From an optimization exercise on the open Yosys and OpenROAD flow, aimed at small area; shortcuts taken in it are not production practice. In this exercise RTL edits were held to simulation tests only and were not proved equivalent to the original.

==> flow/design.v <==
module wr_rx_streamer_deframer #(
  parameter int unsigned FIFO_DEPTH = 64,
  parameter logic [15:0] MAGIC      = 16'h5752
) (
  input  logic        clk_sys,
  input  logic        rst,
  input  logic [15:0] snk_data,
  input  logic        snk_valid,
  input  logic        snk_sof,
  input  logic        snk_eof,
  input  logic        snk_error,
  output logic        snk_stall,
  output logic [31:0] rx_data,
  output logic        rx_valid,
  input  logic        rx_dreq,
  output logic        rx_first,
  output logic        rx_last,
  output logic        rx_lost,
  output logic        rx_error,
  output logic [31:0] cnt_frames,
  output logic [15:0] cnt_bad,
  output logic [15:0] cnt_lost
);
  localparam int unsigned NS = FIFO_DEPTH - 1;
  localparam int unsigned AW = $clog2(NS);
  localparam int unsigned CW = $clog2(FIFO_DEPTH);
  localparam logic [CW-1:0] StallLevel = CW'(FIFO_DEPTH - 2);
  typedef enum logic [2:0] {StIdle, StHdrSeq, StPayHi, StPayLo, StDiscard} state_e;
  state_e        state_q, state_d;
  logic [AW-1:0] dp_q, rd_q;
  logic [CW-1:0] count_q;
  logic [15:0]   expected_q, expected_d;
  logic          pend_q, pend_d;
  logic          lost_pend_q, lost_pend_d;
  logic          first_frame_q, first_frame_d;
  logic          prev_last_q;
  logic          accept, pop, eval_magic, frame_inc, lost_inc;
  logic          hi_we, lo_we, ab_we;
  logic [1:0]    n_commit, bad_inc;
  logic [16:0]   bad_sum;
  logic [16*NS-1:0] mem_hi, mem_lo;
  logic [NS-1:0]    mem_last, mem_err, mem_lost;
  logic [NS-1:0]    wsel, rsel;
  assign rx_valid  = (count_q != '0);
  assign snk_stall = (count_q >= StallLevel);
  assign accept    = snk_valid && !snk_stall;
  assign pop       = rx_valid && rx_dreq;
  always_comb begin
    state_d       = state_q;
    expected_d    = expected_q;
    pend_d        = pend_q;
    lost_pend_d   = lost_pend_q;
    first_frame_d = first_frame_q;
    eval_magic    = 1'b0;
    frame_inc     = 1'b0;
    lost_inc      = 1'b0;
    bad_inc       = 2'd0;
    n_commit      = 2'd0;
    hi_we         = 1'b0;
    lo_we         = 1'b0;
    ab_we         = 1'b0;
    if (accept) begin
      unique case (state_q)
        StIdle:    eval_magic = snk_sof;
        StDiscard: if (snk_eof) state_d = StIdle;
        default: begin
          if (snk_error || snk_sof) begin
            ab_we    = pend_q;
            n_commit = {1'b0, pend_q};
            pend_d   = 1'b0;
            bad_inc  = 2'd1;
            if (snk_error) state_d = snk_eof ? StIdle : StDiscard;
            else           eval_magic = 1'b1;
          end else if (state_q == StHdrSeq) begin
            if (!first_frame_q && snk_data != expected_q) begin
              lost_pend_d = 1'b1;
              lost_inc    = 1'b1;
            end
            expected_d    = snk_data + 16'd1;
            first_frame_d = 1'b0;
            if (snk_eof) begin
              frame_inc = 1'b1;
              state_d   = StIdle;
            end else begin
              state_d = StPayHi;
            end
          end else if (state_q == StPayHi) begin
            hi_we = 1'b1;
            if (snk_eof) begin
              ab_we    = pend_q;
              n_commit = {1'b0, pend_q};
              pend_d   = 1'b0;
              bad_inc  = 2'd1;
              state_d  = StIdle;
            end else begin
              state_d = StPayLo;
            end
          end else begin
            lo_we = 1'b1;
            if (!pend_q) lost_pend_d = 1'b0;
            if (snk_eof) begin
              n_commit  = pend_q ? 2'd2 : 2'd1;
              pend_d    = 1'b0;
              frame_inc = 1'b1;
              state_d   = StIdle;
            end else begin
              n_commit = {1'b0, pend_q};
              pend_d   = 1'b1;
              state_d  = StPayHi;
            end
          end
        end
      endcase
    end
    if (eval_magic) begin
      if (snk_data == MAGIC && !snk_eof) begin
        state_d = StHdrSeq;
      end else begin
        bad_inc = bad_inc + 2'd1;
        state_d = snk_eof ? StIdle : StDiscard;
      end
    end
  end
  assign bad_sum = {1'b0, cnt_bad} + 17'(bad_inc);
  always_ff @(posedge clk_sys) begin
    if (rst) begin
      state_q       <= StIdle;
      dp_q          <= '0;
      rd_q          <= '0;
      count_q       <= '0;
      expected_q    <= '0;
      pend_q        <= 1'b0;
      lost_pend_q   <= 1'b0;
      first_frame_q <= 1'b1;
      prev_last_q   <= 1'b1;
      cnt_frames    <= '0;
      cnt_bad       <= '0;
      cnt_lost      <= '0;
    end else begin
      state_q       <= state_d;
      if (lo_we) dp_q <= (dp_q == AW'(NS - 1)) ? '0 : dp_q + AW'(1);
      if (pop) begin
        rd_q        <= (rd_q == AW'(NS - 1)) ? '0 : rd_q + AW'(1);
        prev_last_q <= rx_last;
      end
      count_q       <= count_q + CW'(n_commit) - CW'(pop);
      expected_q    <= expected_d;
      pend_q        <= pend_d;
      lost_pend_q   <= lost_pend_d;
      first_frame_q <= first_frame_d;
      cnt_frames    <= cnt_frames + 32'(frame_inc);
      cnt_bad       <= bad_sum[16] ? 16'hFFFF : bad_sum[15:0];
      if (lost_inc && cnt_lost != 16'hFFFF) cnt_lost <= cnt_lost + 16'd1;
    end
  end
  always_comb begin
    for (int i = 0; i < NS; i++) begin
      wsel[i] = (dp_q == AW'(i));
      rsel[i] = (rd_q == AW'(i));
    end
  end
  for (genvar i = 0; i < NS; i++) begin : g_slot
    localparam int unsigned NX = (i + 1) % NS;
    always_ff @(posedge clk_sys) begin
      if (hi_we && wsel[i]) mem_hi[16*i +: 16] <= snk_data;
      if (lo_we && wsel[i]) begin
        mem_lo[16*i +: 16] <= snk_data;
        mem_lost[i]        <= lost_pend_q & ~pend_q;
      end
      if ((lo_we && wsel[i]) || (ab_we && wsel[NX])) begin
        mem_last[i] <= ab_we | snk_eof;
        mem_err[i]  <= ab_we;
      end
    end
  end
  logic [34:0] grp_n [21];
  for (genvar g = 0; g < 21; g++) begin : g_rd
    for (genvar b = 0; b < 35; b++) begin : g_bit
      wr_rx_sel3 u_sel (
        .d({slot_bit(3*g+2, b), slot_bit(3*g+1, b), slot_bit(3*g, b)}),
        .s(rsel[3*g +: 3]),
        .y_n(grp_n[g][b])
      );
    end
  end
  always_comb begin
    {rx_error, rx_lost, rx_last, rx_data} = '0;
    for (int g = 0; g < 21; g++)
      {rx_error, rx_lost, rx_last, rx_data} = {rx_error, rx_lost, rx_last, rx_data} | ~grp_n[g];
  end
  assign rx_first = prev_last_q;
  function automatic logic slot_bit(input int unsigned i, input int unsigned b);
    logic [34:0] w;
    w = {mem_err[i], mem_lost[i], mem_last[i], mem_hi[16*i +: 16], mem_lo[16*i +: 16]};
    slot_bit = w[b];
  endfunction
endmodule
module wr_rx_sel3 (
  input  logic [2:0] d,
  input  logic [2:0] s,
  output logic       y_n
);
  assign y_n = ~|(d & s);
endmodule
==> flow/config.mk <==
export PLATFORM = sky130hd
export DESIGN_NAME = wr_rx_streamer_deframer
export DESIGN_NICKNAME = wr_rx_streamer_deframer
export VERILOG_FILES = /design/flow/design.v
export SDC_FILE = /design/flow/constraint.sdc
export NUM_CORES = 4
export LEC_CHECK = 0
export CAP_MARGIN = 10
export CORE_MARGIN = 2
export CORE_UTILIZATION = 70
export CTS_BUF_LIST = sky130_fd_sc_hd__clkbuf_16
export CTS_CLUSTER_DIAMETER = 60
export CTS_CLUSTER_SIZE = 34
export SLEW_MARGIN = 10
export SYNTH_HIERARCHICAL = 1
==> flow/constraint.sdc <==
create_clock -name core_clock -period 10.0 [get_ports {clk_sys}]
set_input_delay 2.0000 -clock core_clock [delete_from_list [all_inputs] [get_ports {clk_sys}]]
set_output_delay 2.0000 -clock core_clock [all_outputs]
set_load 0.01 [all_outputs]
standard.sh (not shown) runs the stock make flow with config.mk's settings and CLKGATE_MAP_FILE= SYNTH_SCRIPT=/design/flow/synth_recipe.tcl, a recipe that flattens the netlist after the stock synthesis.
==> flow/flow/run.sh <==
#!/bin/bash
# Standard ORFS layout, with CTS told not to add dummy balancing loads and the port buffers
# made with the smallest buffer. Each tool's output is in the ORFS logs under orfs/logs/.
set -euo pipefail
export CTS_ARGS="-sink_clustering_enable -repair_clock_nets -dont_use_dummy_load -sink_clustering_size 34 -sink_clustering_max_diameter 60 -buf_list sky130_fd_sc_hd__clkbuf_16"
export BUFFER_PORTS_ARGS="-buffer_cell sky130_fd_sc_hd__buf_1"
bash standard.sh > standard.log 2>&1
The baseline went through all stages and came out clean.
Then changed:
==> flow/flow/run.sh (replaced) <==
#!/bin/bash
# Standard ORFS layout, with CTS told not to add dummy balancing loads and the port buffers
# made with the smallest buffer. Each tool's output is in the ORFS logs under orfs/logs/.
set -euo pipefail
export CTS_ARGS="-sink_clustering_enable -repair_clock_nets -dont_use_dummy_load -sink_clustering_size 30 -sink_clustering_max_diameter 60 -buf_list sky130_fd_sc_hd__clkbuf_16"
export BUFFER_PORTS_ARGS="-buffer_cell sky130_fd_sc_hd__buf_1"
bash standard.sh > standard.log 2>&1
--- a/flow/config.mk
+++ b/flow/config.mk
@@ -6,10 +6,10 @@
 export NUM_CORES = 4
 export LEC_CHECK = 0
-export CAP_MARGIN = 10
+export CAP_MARGIN = 20
 export CORE_MARGIN = 2
-export CORE_UTILIZATION = 70
+export CORE_UTILIZATION = 65
 export CTS_BUF_LIST = sky130_fd_sc_hd__clkbuf_16
 export CTS_CLUSTER_DIAMETER = 60
-export CTS_CLUSTER_SIZE = 34
-export SLEW_MARGIN = 10
+export CTS_CLUSTER_SIZE = 30
+export SLEW_MARGIN = 20
 export SYNTH_HIERARCHICAL = 1
Outcome: Critical path depth goes down by 1. Worst setup slack is worse by 0.20 ns. Via count is about the same. Die area increases by 7.6%. Clock skew falls by 0.0088 ns.

==> static timing again, ports no longer ideal <==
How much do the figures lean on ideal ports? The routed layouts below were timed once more, with nothing changed but the port constraints. Step 1 assumes that a clkbuf_16 drives the clock port and a buf_2 every other input. Step 2 adds t to the input delays and takes it off the output delays; t is the mean of the earliest and latest rising clock arrival at the registers after step 1. Input paths then give back, and output paths get back, about the clock's delay inside the block. a / b / c = ideal ports / drivers / drivers and shift; a / b = the first two.
run	shift t [ns]	slack for setup (ns)	worst register clock-pin slew, ns	cell pins on the clock port's net
the first run	0.830	3.248 / 3.171 / 3.814	0.11 / 0.11	1
the second run	0.873	3.053 / 2.972 / 3.697	0.10 / 0.10	1
After both steps every run listed still meets setup and hold.
